From an optimization exercise on the open Yosys and OpenROAD flow, aimed at small area and a short achievable clock period; shortcuts taken in it are not production practice. The RTL was checked by simulation tests, not by an equivalence proof against the original design. Power and IR drop assume default switching activity.

<file path="design/flow/config.mk">
export PLATFORM = sky130hd
export DESIGN_NAME = axis_prog_intra_cycle_delay
export DESIGN_NICKNAME = axis_prog_intra_cycle_delay
export VERILOG_FILES = /design/flow/design.v
export SDC_FILE = /design/flow/constraint.sdc
export NUM_CORES = 4
export LEC_CHECK = 0
export CAP_MARGIN = 20
export CORE_MARGIN = 2
export CORE_UTILIZATION = 40
export SLEW_MARGIN = 20
</file>
<file path="design/flow/constraint.sdc">
create_clock -name core_clock -period 6.0 [get_ports {clk}]
set_input_delay 1.2000 -clock core_clock [delete_from_list [all_inputs] [get_ports {clk}]]
set_output_delay 1.2000 -clock core_clock [all_outputs]
set_load 0.01 [all_outputs]
</file>
<file path="design/flow/design.v">
module axis_delay_lane #(
  parameter int SPC          = 16,
  parameter int SAMPLE_WIDTH = 16,
  parameter int LANE         = 0,
  parameter int RW           = 4
) (
  input  logic [SPC*SAMPLE_WIDTH-1:0]      cur_word,
  input  logic [SPC*SAMPLE_WIDTH-1:0]      prev_word,
  input  logic [RW-1:0]                    r,
  output logic [SAMPLE_WIDTH-1:0]          sample
);
  logic [RW-1:0] cur_idx, prev_idx;
  always_comb begin
    cur_idx  = RW'(LANE - int'(r));
    prev_idx = RW'(SPC + LANE - int'(r));
    sample   = (LANE >= int'(r)) ? cur_word[int'(cur_idx)*SAMPLE_WIDTH +: SAMPLE_WIDTH]
                                 : prev_word[int'(prev_idx)*SAMPLE_WIDTH +: SAMPLE_WIDTH];
  end
endmodule
module axis_prog_intra_cycle_delay #(
  parameter  int DATA_WIDTH      = 256,
  parameter  int SAMPLE_WIDTH    = 16,
  parameter  int MAX_CYCLE_DELAY = 8,
  parameter  int RESET_DELAY     = 10,
  localparam int SPC             = DATA_WIDTH / SAMPLE_WIDTH,
  localparam int DW              = $clog2((MAX_CYCLE_DELAY + 1) * SPC)
) (
  input  logic                  clk,
  input  logic                  rst_n,
  input  logic [DATA_WIDTH-1:0] s_axis_tdata,
  input  logic                  s_axis_tvalid,
  input  logic                  s_axis_tlast,
  output logic [DATA_WIDTH-1:0] m_axis_tdata,
  output logic                  m_axis_tvalid,
  output logic                  m_axis_tlast,
  input  logic [DW-1:0]         cfg_delay,
  input  logic                  cfg_valid,
  output logic                  cfg_pending,
  output logic                  cfg_clamped,
  output logic [DW-1:0]         cur_delay
);
  localparam int STAGES = MAX_CYCLE_DELAY + 1;
  localparam int QW     = $clog2(STAGES + 1);
  localparam int RW     = (SPC > 1) ? $clog2(SPC) : 1;
  localparam int MAX_D  = MAX_CYCLE_DELAY * SPC + SPC - 1;
  typedef logic [DATA_WIDTH-1:0] word_t;
  typedef enum logic {CFG_IDLE, CFG_PENDING} cfg_state_t;
  logic [(STAGES+1)*DATA_WIDTH-1:0] hist;
  logic [STAGES:0] vld_pipe, last_pipe;
  word_t           in_word, cur_word, prev_word, spliced;
  logic [QW-1:0]   q, q1;
  logic [RW-1:0]   r;
  assign in_word   = s_axis_tvalid ? s_axis_tdata : '0;
  assign q         = QW'(int'(cur_delay) / SPC);
  assign q1        = QW'(int'(q) + 1);
  assign r         = RW'(int'(cur_delay) % SPC);
  assign cur_word  = hist[int'(q)*DATA_WIDTH +: DATA_WIDTH];
  assign prev_word = hist[int'(q1)*DATA_WIDTH +: DATA_WIDTH];
  always_ff @(posedge clk or negedge rst_n) begin
    if (!rst_n) begin
      hist      <= '0;
      vld_pipe  <= '0;
      last_pipe <= '0;
    end else begin
      hist      <= {hist[STAGES*DATA_WIDTH-1:0], in_word};
      vld_pipe  <= {vld_pipe[STAGES-1:0], s_axis_tvalid};
      last_pipe <= {last_pipe[STAGES-1:0], s_axis_tvalid & s_axis_tlast};
    end
  end
  for (genvar i = 0; i < SPC; i++) begin : g_lane
    axis_delay_lane #(
      .SPC(SPC), .SAMPLE_WIDTH(SAMPLE_WIDTH), .LANE(i), .RW(RW)
    ) u_lane (
      .cur_word(cur_word), .prev_word(prev_word), .r(r), .sample(spliced[i*SAMPLE_WIDTH +: SAMPLE_WIDTH])
    );
  end
  always_ff @(posedge clk or negedge rst_n) begin
    if (!rst_n) begin
      m_axis_tdata  <= '0;
      m_axis_tvalid <= 1'b0;
      m_axis_tlast  <= 1'b0;
    end else begin
      m_axis_tdata  <= spliced;
      m_axis_tvalid <= vld_pipe[q] | ((r != '0) & vld_pipe[q1]);
      m_axis_tlast  <= (r == '0) ? last_pipe[q] : last_pipe[q1];
    end
  end
  cfg_state_t    state;
  logic [DW-1:0] pend_delay, req_delay, load_val;
  logic          req_over, pipe_empty, do_load;
  assign req_over   = int'(cfg_delay) > MAX_D;
  assign req_delay  = req_over ? DW'(MAX_D) : cfg_delay;
  assign pipe_empty = ~|vld_pipe & ~s_axis_tvalid;
  assign do_load    = pipe_empty & (cfg_valid | (state == CFG_PENDING));
  assign load_val   = cfg_valid ? req_delay : pend_delay;
  always_ff @(posedge clk or negedge rst_n) begin
    if (!rst_n) begin
      state       <= CFG_IDLE;
      cfg_pending <= 1'b0;
      cfg_clamped <= 1'b0;
      cur_delay   <= DW'(RESET_DELAY);
      pend_delay  <= '0;
    end else begin
      cfg_clamped <= cfg_valid & req_over;
      if (cfg_valid) pend_delay <= req_delay;
      if (do_load)   cur_delay  <= load_val;
      case (state)
        CFG_IDLE: if (cfg_valid && !pipe_empty) begin
          state       <= CFG_PENDING;
          cfg_pending <= 1'b1;
        end
        CFG_PENDING: if (pipe_empty) begin
          state       <= CFG_IDLE;
          cfg_pending <= 1'b0;
        end
        default: state <= CFG_IDLE;
      endcase
    end
  end
endmodule
</file>
<file path="design/flow/run.sh">
#!/bin/bash
# synth_recipe.tcl (not shown) runs the flow's synth.tcl, then flattens the netlist and writes it again
# the make line also repeats each setting of config.mk as NAME=value (left out here)
make -C /OpenROAD-flow-scripts/flow DESIGN_CONFIG=/design/flow/config.mk WORK_HOME=/design/flow/orfs CLKGATE_MAP_FILE= SYNTH_SCRIPT=/design/flow/synth_recipe.tcl finish
</file>
==> impl_metrics.csv <==
group,metric,value,unit
clock_tree,cts_buffers,317,
route,drc,0,
setup_path,worst_setup_path_start_kind,"flop",
timing,timing.final.crit_share,95.8,%
timing,setup_tns,0,ns
cells_and_area,regArea,71500,um2
setup_path,arrival,6.58,ns
timing,min_period,5.75,ns
floorplanning,die_w,642,um
setup_path,critical_path_class,"flop to flop",
run,drv_cap,0,
timing,rsz0062_at_grt,"no",
synthesis,synthCells,14844,
setup_path,r2r-end,"m_axis_tdata[49]",
clock_tree,cts_hold_buffers,0,
cells_and_area,layout-drive-gt1-share,22.8,%
power_and_ir_drop,p_leak,79.2,nW
synthesis,synthMostInstantiatedCell,"dfrtp_1",
cells_and_area,fin_area,194000,um2
cells_and_area,fill_cells,36722,
placed_design,dp_hpwl,808,mm
global_routing,grt_pass1_wl,1390,mm
clock_tree,clockBufferDepth,4,
setup_path,slowest_delay,0.90,ns
placed_design,dp.cells,20883,
setup_path,required,6.83,ns
floorplanning,pin_count,537,
synthesis,syn_area,163000,um2
cells_and_area,syn_to_final_growth,19.3,%
synthesis,ys_top_cells_by_area,"dfrtp_1 44%, mux4_2 12%, mux2i_1 8.5%, a21oi_1 3.3%, mux2_2 2.9%",
clock_tree,post_cts.repair.setup_buffers,0,
timing,whs,0.306,ns
clock_tree,cts_resized,0,
global_routing,gr-total-overflow,0,
timing,clock_skew,0.113,ns
clock_tree,cts_root_buf,"clkbuf_16",
floorplanning,placement_rows,234,
timing,final_hold_viol_count,0,
setup_path,crit_chain,"buf_4 -> buf_12 -> mux4_2 -> a22oi_1 -> o21ai_1 -> mux2i_1 -> o22ai_1 -> buf_4 -> a211oi_1 -> a211oi_1",
cells_and_area,final_cells,21580,
clock_tree,clk_pin_slew_worst_paths,0.07,ns
timing,max-slew-margin-rel,8.80,%
cells_and_area,final_util,47.9,%
setup_path,startpoint,"cur_delay[4]",
floorplanning,die_h,642,um
setup_path,critPathTopFamily,"compound AO/OA/AOI/OAI gates",
route,routedWlPerCell,48.9,um
setup_path,reg2reg_depth,10,
synthesis,netlist_top_cells_count,"2855 x dfrtp_1, 1387 x mux2i_1, 1212 x nor2_1",
outcome,status,"timing/DRC/antenna clean",
setup_path,rrSetupSlack,0.25,ns
synthesis,syn_avg_cell_area,11.0,um2
power_and_ir_drop,ir_drop,0.267,mV
global_routing,grt_start_max_net_pins,183,
floorplanning,dieArea,412000,um2
synthesis,yosys_warnings,17,
route,wl,1060,mm
floorplanning,core_region_area,406000,um2
route,detail_route.vias_per_cell,7.10,
synthesis,synth-edff-count,0,
clock_tree,cts_tree,"yes",
global_routing,antenna_found_initial,214,
synthesis,synth_flop_cell,"dfrtp_1",
setup_path,crit_slowest_cell,"mux2i_1",
timing,fmax,174,MHz
setup_path,critPathBufInv,3,
cells_and_area,nets,16063,
floorplanning,start_util,40.1,%
timing,setup_violations,0,
worst_hold_path,hold_class,"primary input to asynchronous set/reset pin",
synthesis,synth_fp_nets,15130,
route,ant_nets,0,
synthesis,synth_cell_type_count,114,
global_routing,track_usage,50.0,%
route,first_pass_iters,7,
placed_design,place_congestion,1.12,
synthesis,ys_async_sr_fraction,100,%
route,first_iter_violations,25295,
setup_path,reg2reg_from,"cur_delay[4]",
setup_path,cp-end-kind,"flop",
global_routing,grt_pass1_vias,142007,
setup_path,worst-path-max-fanout,48,
clock_tree,cts.htree.levels,5,
cells_and_area,multiInputGateArea,85100,um2
timing,slew_violations,0,
clock_tree,clkLatencyLatePin,1.05,ns
power_and_ir_drop,powerDensity,399,nW/um2
placed_design,dpl-instance-area,183000,um2
synthesis,synth_top_area_share,43.9,%
synthesis,synth_seq_area_share,43.9,%
clock_tree,numClockSinks,2857,
synthesis,synth_top_area_cell,"dfrtp_1",
synthesis,ys_seq_elements,2857,
placed_design,portBuffers,536,
route,dr_total_vias,153145,
timing,worstMarginPinSlew,1.36,ns
setup_path,path_depth,10,
-- registers in the layout (all words and copies together), names as in the netlist --
signal and cells:
hist 2560, m_axis_tdata 256, last_pipe 10, vld_pipe 10, cur_delay 8, pend_delay 8, cfg_clamped 1, cfg_pending 1
m_axis_tlast 1, m_axis_tvalid 1, state 1
-- per-layer routing --
layer	vias to the layer above	GRT usage (%)	share of wire, %
li1	58945	-	-
met1	79850	65.9	39
met2	11559	65.7	39
met3	2689	20.3	13
met4	102	36.4	9.0
met5	-	0.116	0.070
-- layout by cell type, fill, tap and decap left out, types with 119 or more instances in the layout --
master           Yosys  final
diode_2              0    127
mux2i_1           1387   1364
a21oi_1           1067   1056
buf_12               5    188
dfrtp_1           2855   2849
o22ai_1            257    253
nor2_1            1212   1170
and2_1             293    291
mux2_2             423    423
buf_4              107   1333
nand3_1            149    147
a211oi_1           361    356
clkdlybuf4s50_1      0    534
nand2_1            952    931
o21ai_0            948    940
a22oi_1            267    264
clkbuf_16            0    322
o211ai_1           260    260
nor3_1             156    146
a31oi_1            128    119
mux4_2             840    840
-- how the worst max path moves through the flow --
| stage | end | slack [ns] |
|---|---|---|
| after global placement | m_axis_tdata[62] | 0.35 |
| after CTS | m_axis_tdata[52] | 0.54 |
| after floorplan | m_axis_tdata[69] | 1.14 |
| after detailed placement | m_axis_tdata[52] | 0.59 |
| final | m_axis_tdata[49] | 0.25 |
| after global routing | m_axis_tdata[49] | 0.35 |
-- logic make-up (layout without fill, tap and decap cells) --
kind of cell | Yosys count | in the layout | synth area share [%]
other cells | 0 | 127 | 0
simple gates | 3119 | 3119 | 8.53
fa+ha+maj | 17 | 17 | 0.131
xor+xnor | 20 | 20 | 0.108
buf+inv | 1497 | 2678 | 4.60
compound gates | 4657 | 4657 | 19.2
mux | 2677 | 2677 | 23.5
flops | 2857 | 2857 | 43.9
-- stage by stage --
stage / power (mW) / setup slack (ns)
2_1_floorplan: 35.1 / 1.14
3_3_place_gp: 54.9 / 0.352
3_5_place_dp: 54.8 / 0.594
4_1_cts: 75.5 / 0.544
5_1_grt: 77.9 / 0.346
6_report: 77.5 / 0.253
-- layout make-up --
| cell class | count | area share, % |
|---|---|---|
| multi-input cells | 10490 | 43.9 |
| inverters | 49 | 0.104 |
| well taps | 5428 | 3.50 |
| repair buffers | 2062 | 9.90 |
| clock inverters | 105 | 0.836 |
| clock buffers | 462 | 4.80 |
| flip-flops and latches | 2857 | 36.8 |
| diodes | 127 | 0.164 |
-- power by group --
part           leakage [nW]  internal, mW  switching [mW]  total, mW
Combinational          37.2          10.4            22.6       33.0
Clock                  5.36          12.0            8.78       20.8
Sequential             36.6          20.9            2.81       23.7
Total                  79.2          43.3            34.2       77.5

==> static timing again, ports no longer ideal <==
The flow's constraints put no driver on any port. The routed layout listed below was extracted and timed again, unchanged, in two steps. Step 1 assumes that a clkbuf_16 drives the clock port and a buf_2 every other input. Step 2 adds t to the input delays and takes it off the output delays; t is the mean of the earliest and latest rising clock arrival at the registers after step 1. Input paths then give back, and output paths get back, about the clock's delay inside the block. Three values: ideal ports, drivers, drivers and shift; two values: the first two.
t, ns: 1.123
setup WS [ns]: 0.253 / 0.253 / 0.253
worst hold slack (ns): 0.306 / 0.266 / 0.353
worst setup path at the end: register to register
clock arrival spread, ns: 0.116 / 0.116
After both steps setup and hold are still met in this run. For this run, drivers alone change the setup slack by 0.000 ns; drivers and shift together by 0.000 ns.
